Context: an optimization exercise on an open-source flow, tuned for a short achievable clock period and few clock cycles. The choices shown serve that exercise and are no tape-out recipe.
Where RTL was checked, it was by simulation tests only, not by an equivalence proof against the original.
No functional check of the RTL was part of runs 1, 2, 4 and 6.
Power and IR drop assume default switching activity.

File: flow/config.mk
export PLATFORM = sky130hd
export DESIGN_NAME = bsr_scheduler_top
export DESIGN_NICKNAME = bsr_scheduler_top
export VERILOG_FILES = /design/flow/design.v
export SDC_FILE = /design/flow/constraint.sdc
export NUM_CORES = 4
export LEC_CHECK = 0
export ABC_CLOCK_PERIOD_IN_PS = 1800
export CAP_MARGIN = 20
export CORE_MARGIN = 2
export CORE_UTILIZATION = 70
export PLACE_DENSITY = 0.75
export SETUP_SLACK_MARGIN = 3.2
export SLEW_MARGIN = 20
File: flow/constraint.sdc
create_clock -name core_clock -period 5.0 [get_ports {clk}]
set_input_delay 1.0000 -clock core_clock [delete_from_list [all_inputs] [get_ports {clk}]]
set_output_delay 1.0000 -clock core_clock [all_outputs]
set_load 0.01 [all_outputs]
File: flow/design.v
`default_nettype none
package bsr_pkg;
    typedef enum logic [3:0] {
        IDLE,          
        ROW_PTR_LO,    
        ROW_PTR_HI,    
        CHECK_EMPTY,   
        COL_IDX,       
        LOAD_INIT,     
        LOAD,          
        LOAD_DRAIN,    
        SEND,          
        WAIT_DONE,     
        NEXT_BLOCK,    
        NEXT_ROW,      
        FINISH         
    } sched_state_e;
endpackage
`default_nettype wire
`timescale 1ns/100ps
`default_nettype none
module bsr_scheduler_top (
    input  wire logic                       clk,
    input  wire logic                       rst_n,
    input  wire logic                       start,
    input  wire logic [16-1:0]      cfg_num_block_rows,
    output logic                            row_ptr_rd_en,
    output logic [16-1:0]           row_ptr_rd_addr,
    input  wire logic [32-1:0]      row_ptr_rd_data,
    output logic                            col_idx_rd_en,
    output logic [32-1:0]           col_idx_rd_addr,
    input  wire logic [16-1:0]      col_idx_rd_data,
    output logic                            block_rd_en,
    output logic [32-1:0]           block_rd_addr,
    input  wire logic [8-1:0]     block_rd_data,
    output logic                            systolic_valid,
    output logic [64*8-1:0] systolic_block,
    output logic [16-1:0]           systolic_block_row,
    output logic [16-1:0]           systolic_block_col,
    input  wire logic                       systolic_ready,
    input  wire logic                       systolic_done,
    output logic                            done,
    output logic                            busy,
    output logic [32-1:0]           blocks_processed
);
    logic                   rd_on;       
    logic                   run;         
    logic                   done_r;      
    logic                   nidle;       
    logic                   init;        
    logic                   init_ok;     
    logic                   init2;       
    logic                   go;          
    logic                   e_v;         
    logic [16-1:0]  w_row;       
    logic [16-1:0]  rp_addr;     
    logic                   rp_good;     
    logic [32-1:0]  w_end;       
    logic                   w_ld;        
    logic                   w_end_v;     
    logic                   w_eq;        
    logic [32-1:0]  e_blk;       
    logic                   e_eq;        
    logic [32-1:0]  w_blk;       
    logic [32-1:0]  w_blk1;      
    logic [32-1:0]  col_addr;    
    logic [32-1:0]  rd_addr;     
    logic [32-1:0]  nxt_addr;    
    logic [6-1:0] prev_sel;  
    logic                   prev_v;
    logic                   lb_r;        
    logic                   full;        
    logic                   pend;        
    logic                   valid_r;     
    logic                   in_array;
    logic                   hs_r;        
    logic [32-1:0]  count_o;     
    logic [32-1:0]  count1;      
    logic [8-1:0] blk_mem [64];
    wire start_acc = start && !nidle;
    wire valid_i   = full && !pend;
    wire handover  = valid_i && systolic_ready;
    wire rejected  = prev_v && full && !handover;
    wire in_byte   = go && prev_v;
    wire keep0     = in_byte && (!full || handover);
    wire last_byte = go && lb_r;
    wire w_has     = w_end_v && !w_eq;            
    wire w_step    = w_end_v && w_eq && !e_eq;    
    wire offer     = w_has && (last_byte || pend);
    wire finish    = e_v && e_eq && !valid_i && (!in_array || systolic_done);
    always_ff @(posedge clk or negedge rst_n) begin
        if (!rst_n) begin
            rd_on     <= 1'b0;
            run       <= 1'b0;
            done_r    <= 1'b0;
            nidle     <= 1'b0;
            init      <= 1'b0;
            init_ok   <= 1'b0;
            init2     <= 1'b0;
            go        <= 1'b0;
            e_v       <= 1'b0;
            rp_addr   <= '0;
            rp_good   <= 1'b0;
            w_ld      <= 1'b0;
            w_end_v   <= 1'b0;
            prev_v    <= 1'b0;
            lb_r      <= 1'b0;
            full      <= 1'b0;
            pend      <= 1'b0;
            valid_r   <= 1'b0;
            in_array  <= 1'b0;
            hs_r      <= 1'b0;
            count_o   <= '0;
        end else begin
            rd_on   <= 1'b1;
            rp_good <= 1'b1;
            done_r  <= 1'b0;
            hs_r    <= 1'b0;
            e_v     <= go;
            lb_r    <= go && !rejected && (nxt_addr[6-1:0] == '0);
            if (start_acc) begin
                nidle    <= 1'b1;
                run      <= 1'b1;
                init     <= 1'b1;
                init_ok  <= rd_on;             
                rp_addr  <= rd_on ? cfg_num_block_rows : '0;
                rp_good  <= 1'b0;
                w_ld     <= 1'b0;
                w_end_v  <= 1'b0;
                go       <= 1'b0;
                e_v      <= 1'b0;
                prev_v   <= 1'b0;
                full     <= 1'b0;
                pend     <= 1'b0;
                valid_r  <= 1'b0;
                in_array <= 1'b0;
                count_o  <= '0;
            end else if (done_r) begin
                nidle <= 1'b0;                 
            end else if (init) begin
                if (init_ok) begin
                    init    <= 1'b0;
                    init2   <= 1'b1;
                    rp_addr <= 16'(1);
                    rp_good <= 1'b0;
                end else begin
                    init_ok <= 1'b1;
                    rp_addr <= cfg_num_block_rows;    
                    rp_good <= 1'b0;
                end
            end else if (init2) begin
                init2  <= 1'b0;
                go     <= 1'b1;
                prev_v <= 1'b1;
            end else if (go) begin
                if (w_ld) begin
                    w_ld    <= 1'b0;
                    w_end_v <= 1'b1;
                end else if (!w_end_v) begin
                    if (rp_good) w_ld <= 1'b1;
                end else if (w_step) begin
                    rp_addr <= w_row + 16'(2);
                    rp_good <= 1'b0;
                    w_end_v <= 1'b0;
                end
                prev_v <= !rejected;
                if (last_byte) begin
                    full <= 1'b1;
                    if (!offer) pend <= 1'b1;
                end
                if (offer) begin
                    valid_r <= 1'b1;
                    pend    <= 1'b0;
                end
                if (handover) begin
                    valid_r  <= 1'b0;
                    full     <= 1'b0;
                    in_array <= 1'b1;
                    hs_r     <= 1'b1;
                end else if (systolic_done) begin
                    in_array <= 1'b0;
                end
                if (hs_r) count_o <= count1;
                if (finish) begin
                    run     <= 1'b0;
                    done_r  <= 1'b1;
                    go      <= 1'b0;
                    rp_addr <= '0;             
                end
            end
        end
    end
    always_ff @(posedge clk) begin
        if (start_acc) begin
            w_row  <= '0;
            count1 <= 32'(1);
        end else if (go) begin
            if (!w_ld && !w_end_v && rp_good) w_end <= row_ptr_rd_data;
            if (w_end_v && w_step) w_row <= w_row + 1'b1;
            if (offer) w_blk <= w_blk1;
            if (hs_r) count1 <= count1 + 1'b1;
        end
        if (init && init_ok) w_blk <= row_ptr_rd_data;
        if (init2) e_blk <= row_ptr_rd_data;
        w_blk1   <= w_blk + 1'b1;
        col_addr <= w_blk;
        w_eq     <= offer ? (w_end == w_blk1) : (w_end == w_blk);
        e_eq     <= offer ? (e_blk == w_blk1) : (e_blk == w_blk);
        prev_sel <= nxt_addr[6-1:0] - 1'b1;    
        if (init && init_ok) begin
            rd_addr  <= {row_ptr_rd_data[32-6-1:0], 6'(0)};
            nxt_addr <= {row_ptr_rd_data[32-6-1:0], 6'(1)};
        end else if (rejected) begin
            rd_addr  <= {nxt_addr[32-1:6], 6'(0)};
            nxt_addr <= {nxt_addr[32-1:6], 6'(1)};
        end else begin
            rd_addr  <= nxt_addr;
            nxt_addr <= nxt_addr + 1'b1;
        end
        if (keep0 && prev_sel == '0) blk_mem[0] <= block_rd_data;
        for (int k = 1; k < 64; k++) begin
            if (in_byte && prev_sel == 6'(k)) blk_mem[k] <= block_rd_data;
        end
        if (last_byte) systolic_block_col <= col_idx_rd_data;   
        if (offer) systolic_block_row <= w_row;
    end
    always_comb begin
        for (int k = 0; k < 64; k++) begin
            systolic_block[k*8 +: 8] = blk_mem[k];
        end
    end
    assign row_ptr_rd_en    = rd_on;
    assign row_ptr_rd_addr  = rp_addr;
    assign col_idx_rd_en    = rd_on;
    assign col_idx_rd_addr  = col_addr;
    assign block_rd_en      = rd_on;
    assign block_rd_addr    = rd_addr;
    assign systolic_valid   = valid_r;
    assign done             = done_r;
    assign busy             = run;
    assign blocks_processed = count_o;
endmodule
`default_nettype wire
File: flow/run.sh
#!/bin/bash
# synth_recipe.tcl (not shown) runs the flow's synth.tcl, then flattens the netlist and writes it again
# the make line also repeats each setting of config.mk as NAME=value (left out here)
make -C /OpenROAD-flow-scripts/flow DESIGN_CONFIG=/design/flow/config.mk WORK_HOME=/design/flow/orfs CLKGATE_MAP_FILE= SYNTH_SCRIPT=/design/flow/synth_recipe.tcl finish
==> results of run 1 <==
==> worst max-delay path by stage <==
stage	start	end	slack (ps)
3_3_place_gp	systolic_done	rp_addr[9]	1690
2_1_floorplan	start	w_blk[0]	2420
3_5_place_dp	systolic_done	rp_addr[5]	1540
==> synth_stat cells (all sizes together), types with 11 or more instances <==
library cell and n:
a21oi 101, a22oi 17, and2 11, and3 78
buf 34, clkbuf 35, dfrtp 67, dfxtp 158
edfxtp 666, inv 17, nand2 271, nand3 81
nand4 34, nor2 173, nor3 15, nor4 38
o21ai 104, xnor2 55, xor2 60
==> cells by family after synthesis <==
group | Yosys count | synth area share (%)
buffers and inverters | 86 | 1.277
other | 1 | 0.01199
flip-flops | 891 | 79.45
AO/OA/AOI/OAI | 236 | 4.090
AND/OR/NAND/NOR | 747 | 11.64
multiplexers | 1 | 0.03202
XOR/XNOR | 115 | 3.222
adder cells (fa/ha/maj) | 7 | 0.2801
==> through the flow <==
| stage | instances | total power [uW] | hold slack, ps | worst slack [ps] | area, um2 |
|---|---|---|---|---|---|
| floorplan | 2084 | 11970 | 363.5 | 2425 | 31610 |
| global placement | 3362 | 13940 | 412.3 | 1689 | 39410 |
| detailed placement | 3362 | 14230 | 436.6 | 1541 | 39410 |
==> power groups by stage <==
stage | combinational, uW | sequential (uW) | clock [uW]
after floorplan | 2000 | 9970 | 0
after global placement | 3900 | 10000 | 0
after detailed placement | 4120 | 10100 | 0
==> results.json, run 1 <==
{
  "synth_top_area_share_pct": 63.97,
  "netlist_top_cells_area": "edfxtp_1 64%, dfxtp_1 10%, dfrtp_1 5.4%",
  "ys_seq_area_share_pct": 79.45,
  "gp_congestion": 0.9685,
  "cts_hold_buf": 0,
  "synth_top_area_cell": "edfxtp_1",
  "cts_max_level": 3,
  "io_pins": 739,
  "fp.dieW_um": 215.3,
  "syn_avg_cell_area_um2": 15.00,
  "io_buffers": 738,
  "error_line": "[ERROR DPL-0038] Utilization greater than 100%, impossible to legalize",
  "synth.distinct_cells": 56,
  "cts_max_path_buffers": 3,
  "cts_setup_buffers": 247,
  "start_util_pct": 70.85,
  "synth_seq_cells": 891,
  "ys_warn_count": 2,
  "synth-main-ff-cell": "edfxtp_1",
  "status": "stopped before the end",
  "synthArstFlopShare_pct": 7.520,
  "syn_inst": 2084,
  "syn_area_um2": 31260,
  "synth_edf_count": 666,
  "dpl.hpwl_mm": 78.89,
  "synth_nets": 2168,
  "fp.dieH_um": 215.3,
  "clock-sinks": 891,
  "placementRows": 77,
  "failing_step": "4_1_cts",
  "cts_buffers": 82,
  "cts_resized": 3589,
  "clockRootBuffer": "clkbuf_16"
}
==> run 2, diff against run 1 <==
--- a/flow/config.mk
+++ b/flow/config.mk
@@ -10,4 +10,5 @@
 export CORE_MARGIN = 2
-export CORE_UTILIZATION = 70
-export PLACE_DENSITY = 0.75
+export CORE_UTILIZATION = 60
+export CTS_CLUSTER_DIAMETER = 100
+export CTS_CLUSTER_SIZE = 24
 export SETUP_SLACK_MARGIN = 3.2
==> run 2 against run 1 <==
- area after synthesis stayed put
- synthesized cell count stayed put
- the run now finishes clean
==> results.json, run 2 <==
{
  "synth_top_area_share_pct": 63.97,
  "grt_pass1_vias": 22250,
  "syn_area_um2": 31260,
  "worstPathCellList": "buf_12 -> buf_4 -> a21oi_4 -> buf_6 -> o21ai_1 -> and3_1 -> nor4_1 -> nand4_1 -> nor4_2",
  "grt_use_total_pct": 41.69,
  "required_ps": 5530,
  "clockRootBuffer": "clkbuf_16",
  "synth.distinct_cells": 56,
  "fp.dieH_um": 232.3,
  "p_leak_uw": 0.01716,
  "crit_path_end_kind": "flop",
  "finalSetupViolCount": 0,
  "setup-tns-final_ps": 0,
  "largest_reg_flops": 512,
  "cts_max_path_buffers": 3,
  "drive_gt1_share_pct": 46.85,
  "cts_hold_buf": 0,
  "max-vdd-ir-drop_mv": 0.3221,
  "reg2reg_from": "go",
  "syn_avg_cell_area_um2": 15.00,
  "dieArea_um2": 53950,
  "tightestPinTransition_ps": 1011,
  "fin_crit_ps": 2601,
  "cts_buffers": 43,
  "hold_violations": 0,
  "clock-skew-final_ps": 61.18,
  "wl_per_cell_um": 33.40,
  "fillCellCount": 2160,
  "drt_iter0_drc": 3962,
  "cpMaxStageDelayCell": "dfrtp_4",
  "p_per_area_nw_per_um2": 480.2,
  "ys_warn_count": 2,
  "drv_cap": 0,
  "vias_per_cell": 6.629,
  "holdWs_ps": 407.8,
  "critPathLaunch": "go",
  "area_growth_pct": 42.18,
  "finalNetCount": 3206,
  "reg2reg_slack_ps": 2400,
  "io_pins": 739,
  "path_class": "flop to flop",
  "clk_latency_ps": 680,
  "cts_max_level": 2,
  "fp.coreArea_um2": 51410,
  "cpPeakStageDelay_ps": 540,
  "design_area_um2": 44450,
  "drc": 0,
  "placementRows": 83,
  "netlist_top_cells_area": "edfxtp_1 64%, dfxtp_1 10%, dfrtp_1 5.4%",
  "layout_common_cells": "666 x edfxtp_1, 493 x buf_2, 250 x buf_6, 227 x nand2_1, 143 x buf_4",
  "first_pass_iters": 8,
  "grt_setup_unrepaired": "yes",
  "synth_commonest_cells": "666 x edfxtp_1, 271 x nand2_1, 173 x nor2_1",
  "layout_setup_ws_ps": 2399,
  "final_max_slew_viol_count": 0,
  "start_util_pct": 60.82,
  "antenna_found_initial": 8,
  "io_buffers": 738,
  "fmax_mhz": 384.4,
  "synth_edf_count": 666,
  "synthArstFlopShare_pct": 7.520,
  "place_area_um2": 39510,
  "worstPathArrival_ps": 3130,
  "cp_max_fo": 4,
  "synth-main-ff-cell": "edfxtp_1",
  "grt_pass1_wl_mm": 159.6,
  "yosysMostFrequentCell": "edfxtp_1",
  "status": "finished clean",
  "num_vias": 25460,
  "synth_seq_cells": 891,
  "gp_congestion": 0.9087,
  "dpl.hpwl_mm": 71.45,
  "routed_wirelength_mm": 128.3,
  "cts_tree": "yes",
  "path_clk_slew_ps": 110,
  "fp.dieW_um": 232.3,
  "drtAntennaViolNets": 0,
  "maxSlewHeadroom_pct": 32.61,
  "period_share_pct": 52.03,
  "synth_top_area_cell": "edfxtp_1",
  "synth_nets": 2168,
  "ys_seq_area_share_pct": 79.45,
  "clock-sinks": 891,
  "top_register": "blk_mem",
  "grt_max_degree": 65,
  "pre_cts_ws_ps": 1744,
  "start_kind": "flop",
  "syn_inst": 2084,
  "holdCritPathClass": "primary input to async pin",
  "final_common_cell": "edfxtp_1",
  "grt_overflow": 0
}
-- run 2: cell counts after synthesis --
Identical to the previous run, type by type.
-- run 2: cell families after synthesis --
| kind of cell | Yosys count | synth area share, % |
|---|---|---|
| XOR/XNOR | 115 | 3.222 |
| flip-flops | 891 | 79.45 |
| other | 1 | 0.01199 |
| adder cells (fa/ha/maj) | 7 | 0.2801 |
| buffers and inverters | 86 | 1.277 |
| AO/OA/AOI/OAI | 236 | 4.090 |
| AND/OR/NAND/NOR | 747 | 11.64 |
| multiplexers | 1 | 0.03202 |
-- run 2: path summary, 6_finish.rpt --
kind,to,cells past startpoint
worst max-delay path,w_eq,9
worst min-delay path,count_o[20],1
worst max register to register,w_eq,9
worst min register to register,col_addr[31],0
max in group asynchronous,init2,2
min in group core_clock,col_addr[31],0
-- run 2: cell type report --
type | instances | area, um2 | area share, %
Multi-Input combinational cell | 1125 | 8357 | 18.80
Timing Repair Buffer | 1044 | 8892 | 20.01
Antenna cell | 4 | 10.01 | 0.02252
Sequential cell | 891 | 24990 | 56.23
Clock buffer | 77 | 1225 | 2.756
Clock inverter | 3 | 55.05 | 0.1239
Tap cell | 680 | 850.8 | 1.914
Inverter | 17 | 66.31 | 0.1492
-- run 2: timing repair --
| action | in CTS | in global routing |
|---|---|---|
| setup endpoints to repair | 1465 | 1410 |
| gates cloned | 21 | 11 |
| buffers inserted | 167 | 113 |
| pin swaps | 85 | 170 |
| gates resized for setup | 3215 | 450 |
-- run 2: worst max-delay path, delay by kind of cell (launching register included) --
kind            cells  cell delay (ps)
simple gates        4             1110
compound gates      2              350
flops               1              540
buf+inv             3              450
-- run 2: per-layer routing --
metal,vias to the layer above,GRT usage [%],routed length [um]
li1,9681,-,-
met1,12390,53.88,39890
met2,2637,66.53,59390
met3,744,12.89,18780
met4,8,16.25,10090
met5,-,0,131
-- run 2: where the power goes --
part / leakage, uW / total, uW / internal, uW / switching, uW
clock network: 0.000604 / 4130 / 1700 / 2430
registers: 0.00822 / 10200 / 9150 / 1080
logic: 0.00833 / 6980 / 3050 / 3930
total: 0.0172 / 21300 / 13900 / 7440
-- run 2: through the flow --
step | util, % | cells | total power, uW
final | 86.47 | 3841 | 21350
after floorplan | - | 2084 | 11970
after detailed placement | 76.85 | 3445 | 14100
after global placement | 76.84 | 3445 | 13980
after CTS | 80.85 | 3713 | 19180
after global routing | 86.46 | 3840 | 21670
==> run 3, diff against run 2 <==
--- a/flow/design.v
+++ b/flow/design.v
@@ -60,5 +60,8 @@
     logic                   w_end_v;     
-    logic                   w_eq;        
+    logic                   eq0_r;       
+    logic                   eq1_r;       
+    logic                   offer_r;     
     logic [32-1:0]  e_blk;       
-    logic                   e_eq;        
+    logic                   ee0_r;       
+    logic                   ee1_r;       
     logic [32-1:0]  w_blk;       
@@ -86,2 +89,4 @@
     wire last_byte = go && lb_r;
+    wire w_eq      = offer_r ? eq1_r : eq0_r;     
+    wire e_eq      = offer_r ? ee1_r : ee0_r;     
     wire w_has     = w_end_v && !w_eq;            
@@ -112,4 +117,6 @@
             hs_r      <= 1'b0;
+            offer_r   <= 1'b0;
             count_o   <= '0;
         end else begin
+            offer_r <= go && offer;
             rd_on   <= 1'b1;
@@ -206,4 +213,6 @@
         col_addr <= w_blk;
-        w_eq     <= offer ? (w_end == w_blk1) : (w_end == w_blk);
-        e_eq     <= offer ? (e_blk == w_blk1) : (e_blk == w_blk);
+        eq0_r    <= (w_end == w_blk);
+        eq1_r    <= (w_end == w_blk1);
+        ee0_r    <= (e_blk == w_blk);
+        ee1_r    <= (e_blk == w_blk1);
         prev_sel <= nxt_addr[6-1:0] - 1'b1;    
--- a/flow/config.mk
+++ b/flow/config.mk
@@ -10,5 +10,3 @@
 export CORE_MARGIN = 2
-export CORE_UTILIZATION = 60
-export CTS_CLUSTER_DIAMETER = 100
-export CTS_CLUSTER_SIZE = 24
+export CORE_UTILIZATION = 55
 export SETUP_SLACK_MARGIN = 3.2
==> run 3 against run 2 <==
- design area is 2.0% lower
- cell count is 0.39% lower
- first-iteration DRC count is 39% lower
- critical endpoint is now systolic_block_row[13]
- largest power group unchanged
==> results.json, run 3 <==
{
  "worstPathArrival_ps": 1380,
  "grt_setup_unrepaired": "yes",
  "io_buffers": 738,
  "fp.coreArea_um2": 56390,
  "max-vdd-ir-drop_mv": 0.4006,
  "place_area_um2": 39980,
  "synthArstFlopShare_pct": 7.606,
  "cts_max_level": 3,
  "path_class": "flop to output pin",
  "cp_top_family": "flip-flops",
  "final_max_slew_viol_count": 0,
  "gp_congestion": 0.9274,
  "antenna_found_initial": 5,
  "finalSetupViolCount": 0,
  "fp.dieH_um": 242.9,
  "drv_cap": 0,
  "design_area_um2": 43570,
  "syn_avg_cell_area_um2": 15.37,
  "maxSlewHeadroom_pct": 42.18,
  "dpl.hpwl_mm": 74.03,
  "area_growth_pct": 38.78,
  "synth_commonest_cells": "666 x edfxtp_1, 276 x nand2_1, 192 x xor2_1",
  "grt_pass1_vias": 20990,
  "vias_per_cell": 5.727,
  "cpMaxStageDelayCell": "edfxtp_1",
  "holdCritPathClass": "primary input to async pin",
  "reg2reg_slack_ps": 3130,
  "cp_max_fo": 1,
  "drt_iter0_drc": 2410,
  "drc": 0,
  "placementRows": 87,
  "largest_reg_flops": 512,
  "drive_gt1_share_pct": 41.37,
  "path_clk_slew_ps": 60,
  "start_kind": "flop",
  "grt_pass1_wl_mm": 154.5,
  "p_per_area_nw_per_um2": 495.4,
  "num_vias": 21910,
  "io_pins": 739,
  "yosysMostFrequentCell": "edfxtp_1",
  "worstPathCellList": "buf_2",
  "synth.distinct_cells": 53,
  "clock-sinks": 894,
  "grt_max_degree": 61,
  "layout_common_cells": "666 x edfxtp_1, 475 x buf_2, 259 x nand2_1, 214 x buf_6, 192 x xor2_1",
  "netlist_top_cells_area": "edfxtp_1 64%, dfxtp_1 10%, dfrtp_1 5.4%",
  "status": "finished clean",
  "synth_seq_cells": 894,
  "path_buf_inv": 1,
  "ys_warn_count": 2,
  "dieArea_um2": 59010,
  "top_register": "blk_mem",
  "post-place-cells": 3478,
  "final_common_cell": "edfxtp_1",
  "syn_area_um2": 31400,
  "synth_nets": 2126,
  "drtAntennaViolNets": 0,
  "fp.dieW_um": 242.9,
  "antenna_cells": 0,
  "ys_seq_area_share_pct": 79.32,
  "cts_hold_buf": 0,
  "cpPeakStageDelay_ps": 530,
  "fmax_mhz": 420.2,
  "holdWs_ps": 462.8,
  "first_pass_iters": 6,
  "synth_top_area_share_pct": 63.70,
  "finalNetCount": 3079,
  "synth_edf_count": 666,
  "synth-main-ff-cell": "edfxtp_1",
  "crit_path_end_kind": "output pin",
  "grt_overflow": 0,
  "cts_max_path_buffers": 3,
  "fin_crit_ps": 2380,
  "clk_latency_ps": 640,
  "wl_per_cell_um": 28.70,
  "grt_use_total_pct": 36.45,
  "syn_inst": 2042,
  "required_ps": 4000,
  "p_leak_uw": 0.01695,
  "final_core_util_pct": 77.27,
  "synth_top_area_cell": "edfxtp_1",
  "period_share_pct": 47.60,
  "hold_violations": 0,
  "clock-skew-final_ps": 19.37,
  "tightestPinTransition_ps": 867.2,
  "routed_wirelength_mm": 109.8,
  "clockRootBuffer": "clkbuf_16",
  "finalNonFillerCells": 3826,
  "setup-tns-final_ps": 0,
  "cts_tree": "yes",
  "cts_buffers": 87,
  "start_util_pct": 55.68
}
==> run 3: cell count changes in the layout (fill, tap and decap cells not counted), moves of 36 or more <==
| cell | before | now |
|---|---|---|
| buf_12 | 71 | 35 |
| a21oi_1 | 86 | 20 |
| xor2_1 | 58 | 192 |
| clkbuf_16 | 52 | 89 |
| buf_6 | 250 | 214 |
| and3_1 | 64 | 18 |
==> run 3: path summary, 6_finish.rpt <==
kind                                              from                endpoint  cells after the start
min in group core_clock                     count1[15]             count_o[15]                      2
worst max-delay path            systolic_block_row[13]  systolic_block_row[13]                      1
worst max register to register                 offer_r              rp_addr[2]                      7
max in group asynchronous                        rst_n                   init2                      2
worst min-delay path                             rst_n             count_o[16]                      1
worst min register to register              count1[15]             count_o[15]                      2
==> run 3: cells by family (layout without fill, tap and decap cells) <==
group,after synthesis,after routing,share of synthesized area (%)
mux,3,3,0.09963
xor+xnor,245,245,6.835
compound gates,135,136,2.443
flops,894,894,79.32
other cells,1,1,0.01194
buf+inv,92,1113,1.164
simple gates,665,671,9.844
fa+ha+maj,7,7,0.2790
==> run 3: area by class of cell <==
cell class	count	area (um2)
Timing Repair Buffer	933	7301
Inverter	16	63.81
Tap cell	756	945.9
Clock inverter	54	594.3
Fill cell	3538	12820
Multi-Input combinational cell	1063	7327
Sequential cell	894	25030
Clock buffer	110	2305
==> run 3: layer usage <==
layer / wire, um / global-route usage, % / up-vias
met5: 43 / 0 / -
met4: 4128 / 12.61 / 8
met3: 11380 / 9.719 / 218
met2: 53530 / 59.03 / 1353
met1: 40720 / 48.06 / 11080
li1: - / - / 9259
==> run 3: per-stage QoR <==
| stage | setup WS [ps] | total power, uW |
|---|---|---|
| 2_1_floorplan | 2759 | 11730 |
| 3_3_place_gp | 1580 | 13770 |
| 3_5_place_dp | 1714 | 13860 |
| 4_1_cts | 2602 | 21000 |
| 5_1_grt | 2582 | 22260 |
| 6_report | 2620 | 21580 |
==> run 3: worst register-to-register path, stage by stage (launching register included) <==
cell and delay [ps]:
dfrtp_2 440, mux2_4 350, o2111ai_4 90, nor3b_4 390, buf_6 170, buf_12 110
a22oi_2 80, a21oi_2 150
==> run 3: repair_timing <==
action,CTS,global route
gates resized for setup,3122,184
buffers inserted,114,56
hold endpoints to repair,0,0
pin swaps,41,38
gates cloned,9,5
setup endpoints to repair,1714,1190
==> run 3: power breakdown <==
group | switching, uW | internal [uW] | leakage [uW]
Clock | 2860 | 3820 | 0.00142
Sequential | 960 | 9200 | 0.00827
Combinational | 2660 | 2080 | 0.00727
Testbench counts of run 3, summed over its fixed seeds: cycles 52,706.
==> run 4, diff against run 3 <==
--- a/flow/design.v
+++ b/flow/design.v
@@ -46,2 +46,5 @@
     logic                   rd_on;       
+    logic                   col_on;      
+    logic                   blk_on;      
+    logic                   ndone_i;     
     logic                   run;         
@@ -98,2 +101,5 @@
             rd_on     <= 1'b0;
+            col_on    <= 1'b0;
+            blk_on    <= 1'b0;
+            ndone_i   <= 1'b1;
             run       <= 1'b0;
@@ -122,4 +128,7 @@
             rd_on   <= 1'b1;
+            col_on  <= rd_on;
+            blk_on  <= col_on;
             rp_good <= 1'b1;
             done_r  <= 1'b0;
+            ndone_i <= 1'b1;
             hs_r    <= 1'b0;
@@ -144,3 +153,3 @@
                 count_o  <= '0;
-            end else if (done_r) begin
+            end else if (!ndone_i) begin
                 nidle <= 1'b0;                 
@@ -193,2 +202,3 @@
                     done_r  <= 1'b1;
+                    ndone_i <= 1'b0;
                     go      <= 1'b0;
@@ -242,5 +252,5 @@
     assign row_ptr_rd_addr  = rp_addr;
-    assign col_idx_rd_en    = rd_on;
+    assign col_idx_rd_en    = col_on;
     assign col_idx_rd_addr  = col_addr;
-    assign block_rd_en      = rd_on;
+    assign block_rd_en      = blk_on;
     assign block_rd_addr    = rd_addr;
==> flow/flow/run.sh (new file) <==
#!/bin/bash
# The standard layout, with one extra step before detailed placement: each
# output port's buffer is moved next to the register that drives it
# (flow/move_obuf.tcl). Output of the make run goes to standard.log here.
set -euo pipefail
export PRE_DETAIL_PLACE_TCL="$PWD/flow/move_obuf.tcl"
bash standard.sh > standard.log 2>&1
==> flow/flow/move_obuf.tcl (new file) <==
# Move each output port's buffer next to the cell that drives it, so the
# driving register sees a short wire and the stronger buffer drives the long
# wire to the pin.
set block [ord::get_db_block]
set moved 0
foreach bterm [$block getBTerms] {
  if {[$bterm getIoType] != "OUTPUT"} { continue }
  set net [$bterm getNet]
  if {$net == "NULL"} { continue }
  set buf ""
  foreach iterm [$net getITerms] {
    if {[$iterm isOutputSignal]} { set buf [$iterm getInst] }
  }
  if {$buf == ""} { continue }
  set innet ""
  foreach it [$buf getITerms] {
    if {[$it isInputSignal]} { set innet [$it getNet] }
  }
  if {$innet == "" || $innet == "NULL"} { continue }
  set drv ""
  foreach it [$innet getITerms] {
    if {[$it isOutputSignal]} { set drv [$it getInst] }
  }
  if {$drv == ""} { continue }
  if {[[$drv getMaster] isBlock]} { continue }
  if {[$buf getPlacementStatus] == "FIRM" || [$buf getPlacementStatus] == "LOCKED"} { continue }
  set loc [$drv getLocation]
  $buf setLocation [lindex $loc 0] [lindex $loc 1]
  incr moved
}
puts "move_obuf: moved $moved output buffers next to their drivers"
==> flow/standard.sh (new file) <==
#!/bin/bash
# synth_recipe.tcl (not shown) runs the flow's synth.tcl, then flattens the netlist and writes it again
# the make line also repeats each setting of config.mk as NAME=value (left out here)
make -C /OpenROAD-flow-scripts/flow DESIGN_CONFIG=/design/flow/config.mk WORK_HOME=/design/flow/orfs CLKGATE_MAP_FILE= SYNTH_SCRIPT=/design/flow/synth_recipe.tcl "${@:-finish}"
removed: flow/run.sh
==> run 4 against run 3 <==
- largest cell class unchanged
- routed wire length is 5.4% higher
- clock skew decreased by 2.0 ps
- global-route usage rose by 0.79 points
- die area up 0.48%
- flip-flop and latch count rose by 3
- utilization is 0.73 points higher
- largest power group unchanged
- power down 0.30%
==> results.json, run 4 <==
{
  "dpl.hpwl_mm": 75.34,
  "post-place-cells": 3474,
  "max-vdd-ir-drop_mv": 0.3988,
  "crit_path_end_kind": "output pin",
  "fin_crit_ps": 2244,
  "clock-sinks": 897,
  "clk_latency_ps": 650,
  "synth_nets": 2126,
  "ys_seq_area_share_pct": 79.18,
  "drive_gt1_share_pct": 42.94,
  "status": "finished clean",
  "synth_top_area_share_pct": 63.39,
  "num_vias": 22630,
  "synth-main-ff-cell": "edfxtp_1",
  "fmax_mhz": 445.6,
  "finalNonFillerCells": 3857,
  "cts_max_level": 3,
  "path_class": "flop to output pin",
  "path_clk_slew_ps": 60,
  "cts_buffers": 90,
  "largest_reg_flops": 512,
  "finalNetCount": 3108,
  "hold_violations": 0,
  "start_util_pct": 55.74,
  "cpPeakStageDelay_ps": 430,
  "synth_edf_count": 666,
  "netlist_top_cells_area": "edfxtp_1 63%, dfxtp_1 10%, dfrtp_1 5.6%",
  "p_per_area_nw_per_um2": 487.4,
  "setup-tns-final_ps": 0,
  "worstPathArrival_ps": 1240,
  "p_leak_uw": 0.01721,
  "drv_cap": 0,
  "path_buf_inv": 1,
  "worstPathCellList": "buf_6",
  "switchingPower_uw": 6493,
  "cts_max_path_buffers": 3,
  "clock-skew-final_ps": 17.34,
  "tightestPinTransition_ps": 955.1,
  "gp_congestion": 0.9065,
  "grt_pass1_wl_mm": 158.5,
  "cts_tree": "yes",
  "p_int_uw": 15030,
  "placementRows": 87,
  "wl_per_cell_um": 29.99,
  "area_growth_pct": 39.94,
  "grt_pass1_vias": 21250,
  "syn_avg_cell_area_um2": 15.45,
  "fp.coreArea_um2": 56600,
  "cp_top_family": "flip-flops",
  "drtAntennaViolNets": 0,
  "top_register": "blk_mem",
  "drc": 0,
  "vias_per_cell": 5.868,
  "required_ps": 4000,
  "combPwrFrac_pct": 22.3,
  "yosysMostFrequentCell": "edfxtp_1",
  "holdWs_ps": 348.6,
  "fillCellCount": 3333,
  "antenna_found_initial": 2,
  "fp.dieH_um": 243.5,
  "period_share_pct": 44.89,
  "final_common_cell": "edfxtp_1",
  "holdCritPathClass": "primary input to async pin",
  "io_buffers": 738,
  "routed_wirelength_mm": 115.7,
  "grt_max_degree": 65,
  "cpMaxStageDelayCell": "edfxtp_1",
  "synth_commonest_cells": "666 x edfxtp_1, 285 x nand2_1, 185 x xor2_1",
  "maxSlewHeadroom_pct": 36.32,
  "synth_seq_cells": 897,
  "io_pins": 739,
  "synthArstFlopShare_pct": 7.915,
  "clockRootBuffer": "clkbuf_16",
  "synth.distinct_cells": 58,
  "syn_inst": 2042,
  "dieArea_um2": 59290,
  "start_kind": "flop",
  "ys_warn_count": 2,
  "cp_max_fo": 1,
  "cts_hold_buf": 0,
  "grt_setup_unrepaired": "yes",
  "syn_area_um2": 31550,
  "fp.dieW_um": 243.5,
  "finalSetupViolCount": 0,
  "layout_common_cells": "666 x edfxtp_1, 448 x buf_2, 262 x nand2_1, 251 x buf_6, 182 x xor2_1",
  "first_pass_iters": 5,
  "drt_iter0_drc": 2453,
  "swShare_pct": 30.17,
  "synth_top_area_cell": "edfxtp_1",
  "grt_overflow": 0,
  "grt_use_total_pct": 37.25,
  "final_max_slew_viol_count": 0,
  "pwr-share-seq_pct": 46.8,
  "clkPwrFrac_pct": 30.9
}
==> run 4: power groups by stage <==
stage / Clock [uW] / Combinational (uW) / Sequential, uW
2_1_floorplan: 0 / 1520 / 10100
3_3_place_gp: 0 / 3510 / 10100
3_5_place_dp: 0 / 3650 / 10100
4_1_cts: 6660 / 4230 / 9990
5_1_grt: 6950 / 4980 / 10200
6_report: 6650 / 4800 / 10100
==> run 4: per-stage QoR <==
step / utilization, % / instance area, um2 / total power [uW] / setup slack, ps
finish: 78.00 / 44150 / 21520 / 2756
global route: 78.00 / 44150 / 22090 / 2741
CTS: 75.46 / 42720 / 20870 / 2740
detailed placement: 70.56 / 39940 / 13750 / 1284
global placement: 70.56 / 39940 / 13650 / 1355
floorplan: - / 31910 / 11610 / 2584
==> run 4: area by class of cell <==
cell class                      count  area [um2]  share of cell area [%]
Multi-Input combinational cell   1068        7576                   17.16
Inverter                           13       48.80                  0.1105
Sequential cell                   897       25140                   56.93
Clock buffer                      129        2603                   5.895
Clock inverter                     39       294.0                  0.6660
Tap cell                          756       945.9                   2.142
Timing Repair Buffer              954        7546                   17.09
Antenna cell                        1       2.502                0.005668
==> run 4: per-layer routing <==
metal	wire length, um	GRT usage (%)	vias to the layer above
li1	-	-	9365
met1	42780	50.41	11510
met2	55810	59.85	1524
met3	12550	8.702	238
met4	4557	12.86	0
met5	0	0	-
==> run 4: logic make-up after synthesis <==
kind of cell / Yosys count / synth area share, %
AOI/OAI and AO/OA: 158 / 2.990
xor gates and xnor gates: 232 / 6.441
adders and majority gates: 7 / 0.2776
buffers and inverters: 87 / 1.186
DFF: 897 / 79.18
muxes: 12 / 0.4402
other: 1 / 0.01189
and+or+nand+nor: 648 / 9.475
==> run 4: final timing paths <==
check	slack, ps	start	end	depth (start not counted)
max	2760	blk_mem[15][6]	systolic_block[126]	1
min	350	rst_n	blk_on	1
max reg2reg	3060	go	blk_mem[0][6]	7
min reg2reg	490	count_o[17]	count_o[17]	2
max in group asynchronous	3510	rst_n	init2	2
min in group core_clock	490	count_o[17]	count_o[17]	2
==> run 4: repair_timing <==
item                                   4_1_cts  5_1_grt
endpoints found under the hold margin        0        0
buffers inserted                           125       76
setup endpoints to repair                 1387     1249
pin swaps                                   58       66
gates cloned                                11        2
resized for setup                         3276      201
==> run 5, diff against run 4 <==
--- a/flow/design.v
+++ b/flow/design.v
@@ -46,5 +46,2 @@
     logic                   rd_on;       
-    logic                   col_on;      
-    logic                   blk_on;      
-    logic                   ndone_i;     
     logic                   run;         
@@ -101,5 +98,2 @@
             rd_on     <= 1'b0;
-            col_on    <= 1'b0;
-            blk_on    <= 1'b0;
-            ndone_i   <= 1'b1;
             run       <= 1'b0;
@@ -128,7 +122,4 @@
             rd_on   <= 1'b1;
-            col_on  <= rd_on;
-            blk_on  <= col_on;
             rp_good <= 1'b1;
             done_r  <= 1'b0;
-            ndone_i <= 1'b1;
             hs_r    <= 1'b0;
@@ -153,3 +144,3 @@
                 count_o  <= '0;
-            end else if (!ndone_i) begin
+            end else if (done_r) begin
                 nidle <= 1'b0;                 
@@ -202,3 +193,2 @@
                     done_r  <= 1'b1;
-                    ndone_i <= 1'b0;
                     go      <= 1'b0;
@@ -252,5 +242,5 @@
     assign row_ptr_rd_addr  = rp_addr;
-    assign col_idx_rd_en    = col_on;
+    assign col_idx_rd_en    = rd_on;
     assign col_idx_rd_addr  = col_addr;
-    assign block_rd_en      = blk_on;
+    assign block_rd_en      = rd_on;
     assign block_rd_addr    = rd_addr;
==> run 5 against run 4 <==
- sequential power barely moved
- worst hold slack improved by 110 ps
- highest routed layer is now met5
- non-clock buffer count fell by 7
- synthesized cell count did not move
- clock power rose by 3.3%
- clock skew rose by 7.7 ps
- largest power group unchanged
- count of clock-buffer cells in the layout fell by 11
- critical path depth rose by 1
==> results.json, run 5 <==
{
  "status": "finished clean",
  "layout_common_cells": "666 x edfxtp_1, 435 x buf_2, 260 x nand2_1, 248 x buf_6, 192 x xor2_1",
  "grt_overflow": 0,
  "final_common_cell": "edfxtp_1",
  "syn_inst": 2042,
  "synth_top_area_cell": "edfxtp_1",
  "holdCritPathClass": "primary input to async pin",
  "top_register": "blk_mem",
  "io_pins": 739,
  "area_growth_pct": 40.25,
  "clock-sinks": 894,
  "clockRootBuffer": "clkbuf_16",
  "cp_max_fo": 3,
  "synth_top_area_share_pct": 63.70,
  "path_class": "flop to output pin",
  "grt_pass1_vias": 21130,
  "pwr-share-seq_pct": 46.1,
  "cts_buffers": 88,
  "reg2reg_depth": 7,
  "routed_wirelength_mm": 115.7,
  "clk_latency_ps": 650,
  "hold_violations": 0,
  "synth-main-ff-cell": "edfxtp_1",
  "setup-tns-final_ps": 0,
  "fin_crit_ps": 2287,
  "ys_warn_count": 2,
  "cp_common_cell": "buf_6",
  "crit_path_end_kind": "output pin",
  "required_ps": 4000,
  "ys_seq_area_share_pct": 79.32,
  "synthArstFlopShare_pct": 7.606,
  "synth_commonest_cells": "666 x edfxtp_1, 276 x nand2_1, 192 x xor2_1",
  "drive_gt1_share_pct": 41.83,
  "start_util_pct": 55.68,
  "period_share_pct": 45.75,
  "largest_reg_flops": 512,
  "num_vias": 22450,
  "cpMaxStageDelayCell": "dfrtp_2",
  "clock-skew-final_ps": 25.08,
  "worstPathCellList": "buf_6 -> buf_6",
  "p_total_uw": 21930,
  "antenna_found_initial": 3,
  "drc": 0,
  "finalSetupViolCount": 0,
  "fp.dieH_um": 242.9,
  "max-vdd-ir-drop_mv": 0.4282,
  "dpl.hpwl_mm": 77.99,
  "combPwrFrac_pct": 22.6,
  "p_int_uw": 15390,
  "start_kind": "flop",
  "synth.distinct_cells": 53,
  "p_per_area_nw_per_um2": 498.1,
  "antenna_cells": 0,
  "drt_iter0_drc": 2627,
  "drtAntennaViolNets": 0,
  "clkPwrFrac_pct": 31.3,
  "p_leak_uw": 0.01716,
  "final_max_slew_viol_count": 0,
  "wl_per_cell_um": 30.12,
  "dieArea_um2": 59010,
  "syn_avg_cell_area_um2": 15.37,
  "grt_pass1_wl_mm": 160.9,
  "first_pass_iters": 5,
  "synth_edf_count": 666,
  "tightestPinTransition_ps": 875.4,
  "yosysMostFrequentCell": "edfxtp_1",
  "finalNetCount": 3094,
  "placementRows": 87,
  "fmax_mhz": 437.2,
  "synth_seq_cells": 894,
  "vias_per_cell": 5.845,
  "cts_max_level": 3,
  "gp_congestion": 0.9274,
  "cts_max_path_buffers": 3,
  "cts_tree": "yes",
  "swShare_pct": 29.84,
  "cpPeakStageDelay_ps": 420,
  "drv_cap": 0,
  "synth_nets": 2126,
  "switchingPower_uw": 6543,
  "fillCellCount": 3361,
  "syn_area_um2": 31400,
  "grt_max_degree": 61,
  "path_clk_slew_ps": 60,
  "cts_hold_buf": 0,
  "io_buffers": 738,
  "maxSlewHeadroom_pct": 41.64,
  "netlist_top_cells_area": "edfxtp_1 64%, dfxtp_1 10%, dfrtp_1 5.4%",
  "grt_setup_unrepaired": "yes",
  "fp.coreArea_um2": 56390,
  "fp.dieW_um": 242.9,
  "grt_use_total_pct": 38.18,
  "worstPathArrival_ps": 1290
}
==> run 5: changes by cell type in the layout (fill, tap and decap cells not counted), sizes merged, moves of 7 or more <==
cell / previous run / this run
nand2: 285 / 276
or3: 18 / 7
buf: 888 / 881
a22oi: 0 / 15
nor2: 138 / 167
o21ai: 84 / 68
mux2: 9 / 1
and2: 11 / 18
clkbuf: 129 / 118
xor2: 185 / 192
==> run 5: layout make-up <==
| cell class | count | area, um2 | area share [%] |
|---|---|---|---|
| Sequential cell | 894 | 25030 | 56.85 |
| Tap cell | 756 | 945.9 | 2.148 |
| Clock inverter | 46 | 466.7 | 1.060 |
| Multi-Input combinational cell | 1063 | 7347 | 16.69 |
| Timing Repair Buffer | 947 | 7644 | 17.36 |
| Inverter | 16 | 63.81 | 0.1449 |
| Clock buffer | 118 | 2535 | 5.757 |
==> run 5: critical path: cells and delay by family (launching register included) <==
family | cells | cell delay (ps)
buffers and inverters | 2 | 230
DFF | 1 | 420
==> run 5: what timing repair did <==
item	CTS	global route
pin swaps	45	45
endpoints found under the setup margin	1731	1265
gates cloned	9	1
resized for setup	3230	186
setup buffers	104	84
==> run 5: final timing paths <==
kind | start | endpoint | slack, ps
max in group asynchronous | rst_n | go | 3510
worst min register to register | count_o[18] | count_o[18] | 500
worst min-delay path | rst_n | count_o[17] | 460
worst max register to register | nxt_addr[13] | nxt_addr[18] | 3090
min in group core_clock | count_o[18] | count_o[18] | 500
worst max-delay path | rd_on | row_ptr_rd_en | 2710
==> run 5: logic make-up after synthesis <==
family / Yosys count / share of synthesized area, %
AND/OR/NAND/NOR: 665 / 9.844
flip-flops: 894 / 79.32
buffers and inverters: 92 / 1.164
other: 1 / 0.01194
XOR/XNOR: 245 / 6.835
multiplexers: 3 / 0.09963
adder cells (fa/ha/maj): 7 / 0.2790
AO/OA/AOI/OAI: 135 / 2.443
==> run 5: layer usage <==
layer	wire, um	share of wire (%)	track usage, %	vias to the layer above
met5	26	0.022	0	-
met4	4533	3.9	12.09	4
met3	13380	12	11.72	252
met2	55380	48	60.99	1491
met1	42330	37	50.55	11420
li1	-	-	-	9284
==> run 5: power groups by stage <==
stage / sequential [uW] / clock (uW) / combinational [uW]
6_report: 10100 / 6870 / 4950
3_3_place_gp: 10200 / 0 / 3570
4_1_cts: 10000 / 6880 / 4370
5_1_grt: 10200 / 7200 / 5180
3_5_place_dp: 10200 / 0 / 3740
2_1_floorplan: 10100 / 0 / 1640
==> run 5: per-stage QoR <==
step	worst slack, ps	area, um2	util, %	std cells	hold WS [ps]
floorplan	2759	31910	-	2042	346.2
global placement	1580	39920	70.80	3476	466.9
detailed placement	1701	39980	70.90	3478	469.1
CTS	2695	42590	75.54	3755	461.8
global route	2680	44030	78.09	3840	515.2
finish	2713	44030	78.09	3840	457.4
Testbench counts of run 5, summed over its fixed seeds: cycles 52,706.
==> run 6, diff against run 5 <==
--- a/flow/design.v
+++ b/flow/design.v
@@ -46,2 +46,5 @@
     logic                   rd_on;       
+    logic                   col_on;      
+    logic                   blk_on;      
+    logic                   ndone_i;     
     logic                   run;         
@@ -77,2 +80,5 @@
     logic                   valid_r;     
+    logic                   sel0_r;      
+    logic                   skid_v;      
+    logic [8-1:0] skid;
     logic                   in_array;
@@ -82,8 +88,11 @@
     logic [8-1:0] blk_mem [64];
+    logic [16-1:0]  blk_row;
+    logic [16-1:0]  blk_col;
     wire start_acc = start && !nidle;
-    wire valid_i   = full && !pend;
+    wire valid_i   = full && !pend && !offer_r;
     wire handover  = valid_i && systolic_ready;
-    wire rejected  = prev_v && full && !handover;
+    wire rejected  = prev_v && full && !handover && !sel0_r;
     wire in_byte   = go && prev_v;
-    wire keep0     = in_byte && (!full || handover);
+    wire open_i    = !full || handover;
+    wire to_skid   = in_byte && sel0_r && !open_i;
     wire last_byte = go && lb_r;
@@ -94,3 +103,3 @@
     wire offer     = w_has && (last_byte || pend);
-    wire finish    = e_v && e_eq && !valid_i && (!in_array || systolic_done);
+    wire finish    = e_v && e_eq && (!full || pend) && (!in_array || systolic_done);
     always_ff @(posedge clk or negedge rst_n) begin
@@ -98,2 +107,5 @@
             rd_on     <= 1'b0;
+            col_on    <= 1'b0;
+            blk_on    <= 1'b0;
+            ndone_i   <= 1'b1;
             run       <= 1'b0;
@@ -115,2 +127,4 @@
             valid_r   <= 1'b0;
+            sel0_r    <= 1'b0;
+            skid_v    <= 1'b0;
             in_array  <= 1'b0;
@@ -122,4 +136,7 @@
             rd_on   <= 1'b1;
+            col_on  <= rd_on;
+            blk_on  <= col_on;
             rp_good <= 1'b1;
             done_r  <= 1'b0;
+            ndone_i <= 1'b1;
             hs_r    <= 1'b0;
@@ -127,2 +144,3 @@
             lb_r    <= go && !rejected && (nxt_addr[6-1:0] == '0);
+            sel0_r  <= !rejected && (nxt_addr[6-1:0] == 6'(1));
             if (start_acc) begin
@@ -142,5 +160,6 @@
                 valid_r  <= 1'b0;
+                skid_v   <= 1'b0;
                 in_array <= 1'b0;
                 count_o  <= '0;
-            end else if (done_r) begin
+            end else if (!ndone_i) begin
                 nidle <= 1'b0;                 
@@ -177,7 +196,7 @@
                 end
-                if (offer) begin
-                    valid_r <= 1'b1;
-                    pend    <= 1'b0;
-                end
+                if (offer) pend <= 1'b0;
+                if (offer_r) valid_r <= 1'b1;
+                if (to_skid) skid_v <= 1'b1;
                 if (handover) begin
+                    skid_v   <= 1'b0;
                     valid_r  <= 1'b0;
@@ -193,2 +212,3 @@
                     done_r  <= 1'b1;
+                    ndone_i <= 1'b0;
                     go      <= 1'b0;
@@ -222,4 +242,4 @@
         end else if (rejected) begin
-            rd_addr  <= {nxt_addr[32-1:6], 6'(0)};
-            nxt_addr <= {nxt_addr[32-1:6], 6'(1)};
+            rd_addr  <= {nxt_addr[32-1:6], 6'(1)};
+            nxt_addr <= {nxt_addr[32-1:6], 6'(2)};
         end else begin
@@ -228,13 +248,16 @@
         end
-        if (keep0 && prev_sel == '0) blk_mem[0] <= block_rd_data;
-        for (int k = 1; k < 64; k++) begin
+        if (to_skid) skid <= block_rd_data;
+        if (skid_v && handover) blk_mem[0] <= skid;
+        else if (in_byte && open_i && sel0_r) blk_mem[0] <= block_rd_data;
+        if (in_byte && open_i && prev_sel == 6'(1)) blk_mem[1] <= block_rd_data;
+        for (int k = 2; k < 64; k++) begin
             if (in_byte && prev_sel == 6'(k)) blk_mem[k] <= block_rd_data;
         end
-        if (last_byte) systolic_block_col <= col_idx_rd_data;   
-        if (offer) systolic_block_row <= w_row;
-    end
-    always_comb begin
+        if (last_byte) blk_col <= col_idx_rd_data;   
+        if (offer) blk_row <= w_row;
         for (int k = 0; k < 64; k++) begin
-            systolic_block[k*8 +: 8] = blk_mem[k];
-        end
+            systolic_block[k*8 +: 8] <= blk_mem[k];
+        end
+        systolic_block_row <= blk_row;
+        systolic_block_col <= blk_col;
     end
@@ -242,5 +265,5 @@
     assign row_ptr_rd_addr  = rp_addr;
-    assign col_idx_rd_en    = rd_on;
+    assign col_idx_rd_en    = col_on;
     assign col_idx_rd_addr  = col_addr;
-    assign block_rd_en      = rd_on;
+    assign block_rd_en      = blk_on;
     assign block_rd_addr    = rd_addr;
==> run 6 against run 5 <==
- largest power group unchanged
- combinational power down 4.0%
- non-clock buffer count down 25
- fmax up 0.93%
==> results.json, run 6 <==
{
  "multi_input_area_um2": 7951,
  "io_pins": 739,
  "hold_start": "blk_mem[8][0]",
  "required_ps": 4000,
  "syn_inst": 2611,
  "layout_common_cells": "674 x edfxtp_1, 583 x buf_6, 522 x dfxtp_2, 261 x nand2_1, 187 x xor2_1",
  "drv_cap": 0,
  "cpPeakStageDelay_ps": 420,
  "drt_iter0_drc": 2017,
  "start_kind": "flop",
  "path_clk_slew_ps": 70,
  "cpMaxStageDelayCell": "dfrtp_2",
  "synth_top_area_cell": "edfxtp_1",
  "area_growth_pct": 40.00,
  "final_core_util_pct": 77.66,
  "grt_max_degree": 74,
  "switchingPower_uw": 7955,
  "synth-main-ff-cell": "dfxtp_1",
  "period_share_pct": 45.32,
  "cp_max_fo": 2,
  "grt_pass1_wl_mm": 181.3,
  "syn_avg_cell_area_um2": 16.43,
  "holdCritPathClass": "flop to flop",
  "combPwrFrac_pct": 15.9,
  "p_per_area_nw_per_um2": 495.9,
  "reg2reg_from": "nxt_addr[17]",
  "drc": 0,
  "reg2reg_to": "nxt_addr[27]",
  "fin_crit_ps": 2266,
  "drive_gt1_share_pct": 48.70,
  "hold_violations": 0,
  "top_regs": "blk_mem (512), systolic_block (512)",
  "routed_wirelength_mm": 130.0,
  "ys_seq_area_share_pct": 84.29,
  "dieArea_um2": 80250,
  "clk_latency_ps": 730,
  "synth_edf_count": 674,
  "setup-tns-final_ps": 0,
  "synth_commonest_cells": "704 x dfxtp_1, 674 x edfxtp_1, 283 x nand2_1",
  "grt_pass1_vias": 24780,
  "cts_max_path_buffers": 3,
  "grt_setup_unrepaired": "yes",
  "p_leak_uw": 0.02372,
  "num_vias": 25370,
  "worstPathArrival_ps": 1270,
  "fp.coreArea_um2": 77340,
  "design_area_um2": 60060,
  "grt_use_total_pct": 31.48,
  "clkPwrFrac_pct": 34.7,
  "yosysMostFrequentCell": "dfxtp_1",
  "path_class": "flop to output pin",
  "fillCellCount": 4461,
  "cts_tree": "yes",
  "grt_overflow": 0,
  "clock-sinks": 1451,
  "synth_seq_cells": 1451,
  "min_to": "systolic_block[64]",
  "max-vdd-ir-drop_mv": 0.3825,
  "holdWs_ps": 316.2,
  "placementRows": 102,
  "antenna_found_initial": 2,
  "syn_area_um2": 42900,
  "gp_congestion": 0.8769,
  "tightestPinTransition_ps": 1066,
  "wl_per_cell_um": 27.23,
  "p_int_uw": 21830,
  "finalSetupViolCount": 0,
  "finalNetCount": 3699,
  "synth_top_area_share_pct": 47.18,
  "cts_hold_buf": 0,
  "crit_path_end_kind": "output pin",
  "fp.dieH_um": 283.3,
  "synthArstFlopShare_pct": 5.031,
  "cts_max_level": 4,
  "synth.distinct_cells": 56,
  "start_util_pct": 55.47,
  "drtAntennaViolNets": 0,
  "ys_warn_count": 2,
  "first_pass_iters": 5,
  "cts_buffers": 139,
  "synth_nets": 2696,
  "place_area_um2": 51760,
  "fp.dieW_um": 283.3,
  "worstPathCellList": "buf_6",
  "swShare_pct": 26.71,
  "final_max_slew_viol_count": 0,
  "cp_top_family": "flip-flops",
  "reg2reg_depth": 6,
  "holdPathStages": 0,
  "netlist_top_cells_area": "edfxtp_1 47%, dfxtp_1 33%, dfrtp_1 4.2%",
  "seq_area_um2": 36830,
  "maxSlewHeadroom_pct": 28.93,
  "fmax_mhz": 441.3,
  "final_common_cell": "edfxtp_1",
  "dpl.hpwl_mm": 86.10,
  "pwr-share-seq_pct": 49.3,
  "io_buffers": 738,
  "reg2reg_slack_ps": 2910,
  "clock-skew-final_ps": 31.10,
  "vias_per_cell": 5.315,
  "path_buf_inv": 1,
  "clockRootBuffer": "clkbuf_16",
  "status": "finished clean",
  "p_total_uw": 29780
}
==> run 6: cell count changes in the layout (fill, tap and decap cells not counted), sizes merged, moves of 7 or more <==
cell / change
a21oi: -14
a22o: +15
a22oi: -15
buf: -33
clkbuf: +95
dfxtp: +544
edfxtp: +8
mux2: +22
nand2: +7
nand4: -10
nor2: -15
nor3: +15
or2: +8
==> run 6: what timing repair did <==
item	CTS	global route
cloned	14	6
resized for setup	4160	305
pin swaps	57	63
endpoints found under the setup margin	1354	1303
setup buffers	98	62
==> run 6: power by group through the flow <==
stage               logic (uW)  clock network (uW)  registers [uW]
finish                    4750               10300           14700
CTS                       4250               10400           14600
floorplan                 1570                   0           14700
global route              5000               10900           14800
detailed placement        3650                   0           14800
global placement          3520                   0           14800
==> run 6: logic make-up (layout without fill, tap and decap cells) <==
kind of cell / Yosys count / after routing / synth area share, %
flip-flops: 1451 / 1451 / 84.29
AND/OR/NAND/NOR: 663 / 669 / 7.040
XOR/XNOR: 249 / 249 / 5.083
AO/OA/AOI/OAI: 121 / 129 / 1.712
buffers and inverters: 92 / 1198 / 0.8807
multiplexers: 26 / 26 / 0.7525
adder cells (fa/ha/maj): 8 / 8 / 0.2333
other: 1 / 3 / 0.008741
==> run 6: per-stage QoR <==
step                setup WS (ps)  cells
floorplan                    2541   2611
global placement             1501   4333
detailed placement           1360   4333
CTS                          2694   4703
global route                 2691   4772
finish                       2734   4773
==> run 6: area by class of cell <==
type                            count  share of cell area, %
Antenna cell                        2               0.008333
Clock buffer                      207                  6.760
Clock inverter                     51                 0.8437
Inverter                           18                 0.1333
Multi-Input combinational cell   1082                  13.24
Sequential cell                  1451                  61.33
Tap cell                         1040                  2.166
Timing Repair Buffer              922                  15.52
==> run 6: worst max-delay path by stage <==
stage                   from       endpoint  slack (ps)  depth (start not counted)
5_1_grt                rd_on  row_ptr_rd_en        2690                          1
2_1_floorplan  systolic_done    rp_addr[10]        2540                          7
4_1_cts                rd_on  row_ptr_rd_en        2690                          1
3_5_place_dp           start     rp_addr[4]        1360                          6
6_report               rd_on  row_ptr_rd_en        2730                          1
3_3_place_gp   systolic_done     rp_addr[3]        1500                          6
==> run 6: routing by layer <==
metal	GRT usage (%)	vias up	routed length, um
li1	-	11140	-
met1	36.47	12890	46960
met2	55.51	1110	68050
met3	9.565	218	10610
met4	10.86	2	4322
met5	0	-	13
==> run 7, diff against run 6 <==
--- a/flow/design.v
+++ b/flow/design.v
@@ -54,3 +54,5 @@
     logic                   init_ok;     
-    logic                   init2;       
+    logic                   e_rd;        
+    logic                   e_ld;        
+    logic                   e_cap;       
     logic                   go;          
@@ -76,2 +78,3 @@
     logic                   prev_v;
+    logic                   rej_r;       
     logic                   lb_r;        
@@ -80,5 +83,2 @@
     logic                   valid_r;     
-    logic                   sel0_r;      
-    logic                   skid_v;      
-    logic [8-1:0] skid;
     logic                   in_array;
@@ -88,11 +88,8 @@
     logic [8-1:0] blk_mem [64];
-    logic [16-1:0]  blk_row;
-    logic [16-1:0]  blk_col;
     wire start_acc = start && !nidle;
-    wire valid_i   = full && !pend && !offer_r;
+    wire valid_i   = full && !pend;
     wire handover  = valid_i && systolic_ready;
-    wire rejected  = prev_v && full && !handover && !sel0_r;
-    wire in_byte   = go && prev_v;
-    wire open_i    = !full || handover;
-    wire to_skid   = in_byte && sel0_r && !open_i;
+    wire in_byte   = go && prev_v && !rej_r;
+    wire rejected  = in_byte && full && !handover;
+    wire keep0     = in_byte && (!full || handover);
     wire last_byte = go && lb_r;
@@ -101,5 +98,5 @@
     wire w_has     = w_end_v && !w_eq;            
-    wire w_step    = w_end_v && w_eq && !e_eq;    
+    wire w_step    = e_v && w_end_v && w_eq && !e_eq;    
     wire offer     = w_has && (last_byte || pend);
-    wire finish    = e_v && e_eq && (!full || pend) && (!in_array || systolic_done);
+    wire finish    = e_v && e_eq && !valid_i && (!in_array || systolic_done);
     always_ff @(posedge clk or negedge rst_n) begin
@@ -115,3 +112,5 @@
             init_ok   <= 1'b0;
-            init2     <= 1'b0;
+            e_rd      <= 1'b0;
+            e_ld      <= 1'b0;
+            e_cap     <= 1'b0;
             go        <= 1'b0;
@@ -123,2 +122,3 @@
             prev_v    <= 1'b0;
+            rej_r     <= 1'b0;
             lb_r      <= 1'b0;
@@ -127,4 +127,2 @@
             valid_r   <= 1'b0;
-            sel0_r    <= 1'b0;
-            skid_v    <= 1'b0;
             in_array  <= 1'b0;
@@ -142,5 +140,12 @@
             hs_r    <= 1'b0;
-            e_v     <= go;
-            lb_r    <= go && !rejected && (nxt_addr[6-1:0] == '0);
-            sel0_r  <= !rejected && (nxt_addr[6-1:0] == 6'(1));
+            rej_r   <= rejected;
+            lb_r    <= go && !rej_r && (nxt_addr[6-1:0] == '0);
+            e_rd  <= 1'b0;
+            e_ld  <= e_rd;
+            e_cap <= e_ld;
+            if (e_rd) begin
+                rp_addr <= 16'(1);
+                rp_good <= 1'b0;
+            end
+            if (e_cap) e_v <= 1'b1;
             if (start_acc) begin
@@ -150,32 +155,25 @@
                 init_ok  <= rd_on;             
-                rp_addr  <= rd_on ? cfg_num_block_rows : '0;
-                rp_good  <= 1'b0;
-                w_ld     <= 1'b0;
-                w_end_v  <= 1'b0;
-                go       <= 1'b0;
-                e_v      <= 1'b0;
-                prev_v   <= 1'b0;
-                full     <= 1'b0;
-                pend     <= 1'b0;
-                valid_r  <= 1'b0;
-                skid_v   <= 1'b0;
-                in_array <= 1'b0;
-                count_o  <= '0;
             end else if (!ndone_i) begin
-                nidle <= 1'b0;                 
+                nidle   <= 1'b0;               
+                rp_addr <= '0;                 
+                rp_good <= 1'b0;
             end else if (init) begin
                 if (init_ok) begin
-                    init    <= 1'b0;
-                    init2   <= 1'b1;
-                    rp_addr <= 16'(1);
-                    rp_good <= 1'b0;
+                    init     <= 1'b0;
+                    go       <= 1'b1;
+                    e_rd     <= 1'b1;
+                    e_v      <= 1'b0;
+                    rp_addr  <= cfg_num_block_rows;    
+                    rp_good  <= 1'b0;
+                    w_ld     <= 1'b0;
+                    w_end_v  <= 1'b0;
+                    prev_v   <= 1'b0;
+                    full     <= 1'b0;
+                    pend     <= 1'b0;
+                    valid_r  <= 1'b0;
+                    in_array <= 1'b0;
+                    count_o  <= '0;
                 end else begin
-                    init_ok <= 1'b1;
-                    rp_addr <= cfg_num_block_rows;    
-                    rp_good <= 1'b0;
-                end
-            end else if (init2) begin
-                init2  <= 1'b0;
-                go     <= 1'b1;
-                prev_v <= 1'b1;
+                    init_ok <= 1'b1;           
+                end
             end else if (go) begin
@@ -191,3 +189,3 @@
                 end
-                prev_v <= !rejected;
+                prev_v <= !rej_r;
                 if (last_byte) begin
@@ -196,7 +194,7 @@
                 end
-                if (offer) pend <= 1'b0;
-                if (offer_r) valid_r <= 1'b1;
-                if (to_skid) skid_v <= 1'b1;
+                if (offer) begin
+                    valid_r <= 1'b1;
+                    pend    <= 1'b0;
+                end
                 if (handover) begin
-                    skid_v   <= 1'b0;
                     valid_r  <= 1'b0;
@@ -214,3 +212,2 @@
                     go      <= 1'b0;
-                    rp_addr <= '0;             
                 end
@@ -220,3 +217,3 @@
     always_ff @(posedge clk) begin
-        if (start_acc) begin
+        if (init) begin
             w_row  <= '0;
@@ -230,3 +227,3 @@
         if (init && init_ok) w_blk <= row_ptr_rd_data;
-        if (init2) e_blk <= row_ptr_rd_data;
+        if (e_ld) e_blk <= row_ptr_rd_data;
         w_blk1   <= w_blk + 1'b1;
@@ -241,5 +238,5 @@
             nxt_addr <= {row_ptr_rd_data[32-6-1:0], 6'(1)};
-        end else if (rejected) begin
-            rd_addr  <= {nxt_addr[32-1:6], 6'(1)};
-            nxt_addr <= {nxt_addr[32-1:6], 6'(2)};
+        end else if (rej_r) begin
+            rd_addr  <= {nxt_addr[32-1:6], 6'(0)};
+            nxt_addr <= {nxt_addr[32-1:6], 6'(1)};
         end else begin
@@ -248,16 +245,13 @@
         end
-        if (to_skid) skid <= block_rd_data;
-        if (skid_v && handover) blk_mem[0] <= skid;
-        else if (in_byte && open_i && sel0_r) blk_mem[0] <= block_rd_data;
-        if (in_byte && open_i && prev_sel == 6'(1)) blk_mem[1] <= block_rd_data;
-        for (int k = 2; k < 64; k++) begin
+        if (keep0 && prev_sel == '0) blk_mem[0] <= block_rd_data;
+        for (int k = 1; k < 64; k++) begin
             if (in_byte && prev_sel == 6'(k)) blk_mem[k] <= block_rd_data;
         end
-        if (last_byte) blk_col <= col_idx_rd_data;   
-        if (offer) blk_row <= w_row;
+        if (last_byte) systolic_block_col <= col_idx_rd_data;   
+        if (offer) systolic_block_row <= w_row;
+    end
+    always_comb begin
         for (int k = 0; k < 64; k++) begin
-            systolic_block[k*8 +: 8] <= blk_mem[k];
-        end
-        systolic_block_row <= blk_row;
-        systolic_block_col <= blk_col;
+            systolic_block[k*8 +: 8] = blk_mem[k];
+        end
     end
==> run 7 against run 6 <==
- setup slack improved by 17 ps
- clock skew increased by 1.7 ps
- largest power group unchanged
- via count decreased by 12%
- first-iteration DRC count increased by 20%
- routed wire length decreased by 12%
- area after synthesis decreased by 25%
- critical path type unchanged
- sequential power decreased by 36%
- design area decreased by 26%
==> results.json, run 7 <==
{
  "status": "finished clean",
  "layout_setup_ws_ps": 2751,
  "drt_iter0_drc": 2412,
  "finalSetupViolCount": 0,
  "synth_top_area_cell": "edfxtp_1",
  "io_buffers": 738,
  "grt_overflow": 0,
  "final_max_slew_viol_count": 0,
  "synth-main-ff-cell": "edfxtp_1",
  "final_common_cell": "edfxtp_1",
  "fmax_mhz": 444.5,
  "grt_pass1_wl_mm": 158.4,
  "drtAntennaViolNets": 0,
  "fin_crit_ps": 2249,
  "period_share_pct": 44.99,
  "grt_pass1_vias": 21320,
  "cts_hold_buf": 0,
  "path_class": "flop to output pin",
  "clk_latency_ps": 660,
  "start_util_pct": 55.59,
  "drv_cap": 0,
  "gr-usage-met3_pct": 10.32,
  "cp_max_fo": 1,
  "place_area_um2": 40420,
  "required_ps": 4000,
  "ys_warn_count": 2,
  "p_leak_uw": 0.01707,
  "finalNetCount": 3114,
  "syn_area_um2": 32010,
  "multi_input_area_um2": 7830,
  "reg2reg_depth": 5,
  "synth.distinct_cells": 63,
  "maxSlewHeadroom_pct": 34.35,
  "cts_max_path_buffers": 3,
  "layout_common_cells": "666 x edfxtp_1, 429 x buf_2, 289 x nand2_1, 263 x buf_6, 188 x xor2_1",
  "max-vdd-ir-drop_mv": 0.3843,
  "grtUsageMet1_pct": 48.29,
  "synthArstFlopShare_pct": 8.222,
  "synth_seq_cells": 900,
  "holdCritPathClass": "primary input to async pin",
  "cp_top_family": "flip-flops",
  "drive_gt1_share_pct": 39.81,
  "area_growth_pct": 38.11,
  "dpl.hpwl_mm": 77.11,
  "crit_path_end_kind": "output pin",
  "p_total_uw": 19590,
  "fillCellCount": 3482,
  "start_kind": "flop",
  "cts_tree": "yes",
  "tightestPinTransition_ps": 984.8,
  "fp.dieH_um": 245.3,
  "clock-skew-final_ps": 32.75,
  "antenna_found_initial": 2,
  "busiest_layer": "met2",
  "fp.coreArea_um2": 57590,
  "gp_congestion": 0.9498,
  "synth_commonest_cells": "666 x edfxtp_1, 310 x nand2_1, 189 x xor2_1",
  "synth_nets": 2204,
  "path_buf_inv": 1,
  "use_met2_pct": 59.61,
  "yosysMostFrequentCell": "edfxtp_1",
  "routed_wirelength_mm": 114.1,
  "clockRootBuffer": "clkbuf_16",
  "syn_avg_cell_area_um2": 15.10,
  "syn_inst": 2120,
  "cts_buffers": 88,
  "cpPeakStageDelay_ps": 440,
  "synth_edf_count": 666,
  "drc": 0,
  "setup-tns-final_ps": 0,
  "netlist_top_cells_area": "edfxtp_1 62%, dfxtp_1 10%, dfrtp_1 5.7%"
}
run 7: cell types whose count changed after synthesis, moves of 12 or more:
cell	before	now
nor3_1	29	14
mux2_2	14	2
a22o_1	15	0
nand2_1	283	310
dfxtp_1	704	160
run 7: area by class of cell:
type,instances,area share [%]
clock inverter,36,0.8462
tap,765,2.165
antenna,2,0.01132
multi-input combinational,1134,17.71
sequential,900,56.94
clock buffer,129,5.903
inverter,15,0.1273
timing repair buffer,891,16.29
run 7: metal layers:
| metal | wire (um) | vias to the layer above |
|---|---|---|
| met1 | 41680 | 11320 |
| met3 | 12320 | 211 |
| met2 | 55700 | 1373 |
| li1 | - | 9465 |
| met4 | 4350 | 0 |
| met5 | 0 | - |
run 7: worst min-delay path by stage:
stage                  endpoint  slack (ps)  cells after the start
floorplan           col_addr[2]         340                      0
global route             blk_on         370                      1
CTS                      blk_on         470                      1
detailed placement       blk_on         370                      0
global placement         blk_on         360                      0
finish                   blk_on         350                      1
run 7: per-stage QoR:
stage | hold slack, ps | std cells | util, %
after detailed placement | 370.8 | 3561 | 70.19
after global routing | 366.4 | 3871 | 76.77
after CTS | 467.2 | 3825 | 74.64
after global placement | 363.9 | 3560 | 70.14
final | 346.5 | 3872 | 76.78
after floorplan | 342.7 | 2120 | -
run 7: where the power goes:
group	internal, uW	leakage, uW	switching [uW]	total, uW
Sequential	8870	0.00832	612	9480
Combinational	1310	0.00727	1970	3270
Clock	3950	0.00147	2890	6830
run 7: repair_timing:
| action | 4_1_cts | 5_1_grt |
|---|---|---|
| pin swaps | 39 | 45 |
| setup endpoints to repair | 1533 | 1402 |
| gates resized for setup | 3264 | 213 |
| endpoints found under the hold margin | 0 | 0 |
| cloned | 9 | 4 |
| buffers inserted | 90 | 40 |
run 7: worst register-to-register path: stages (launching register included):
cell and delay, ps:
dfrtp_2 430, nor2b_4 210, nand2_4 80, or3_4 410, buf_12 200, nor2_4 280
run 7: logic make-up after synthesis:
logic type,Yosys count,synth area share (%)
other cells,1,0.01171
fa+ha+maj,7,0.2736
compound gates,161,3.100
mux,4,0.1329
xor+xnor,244,6.676
simple gates,709,10.34
buf+inv,94,1.200
flops,900,78.27
Testbench counts of run 7, summed over its fixed seeds: cycles 52,733.
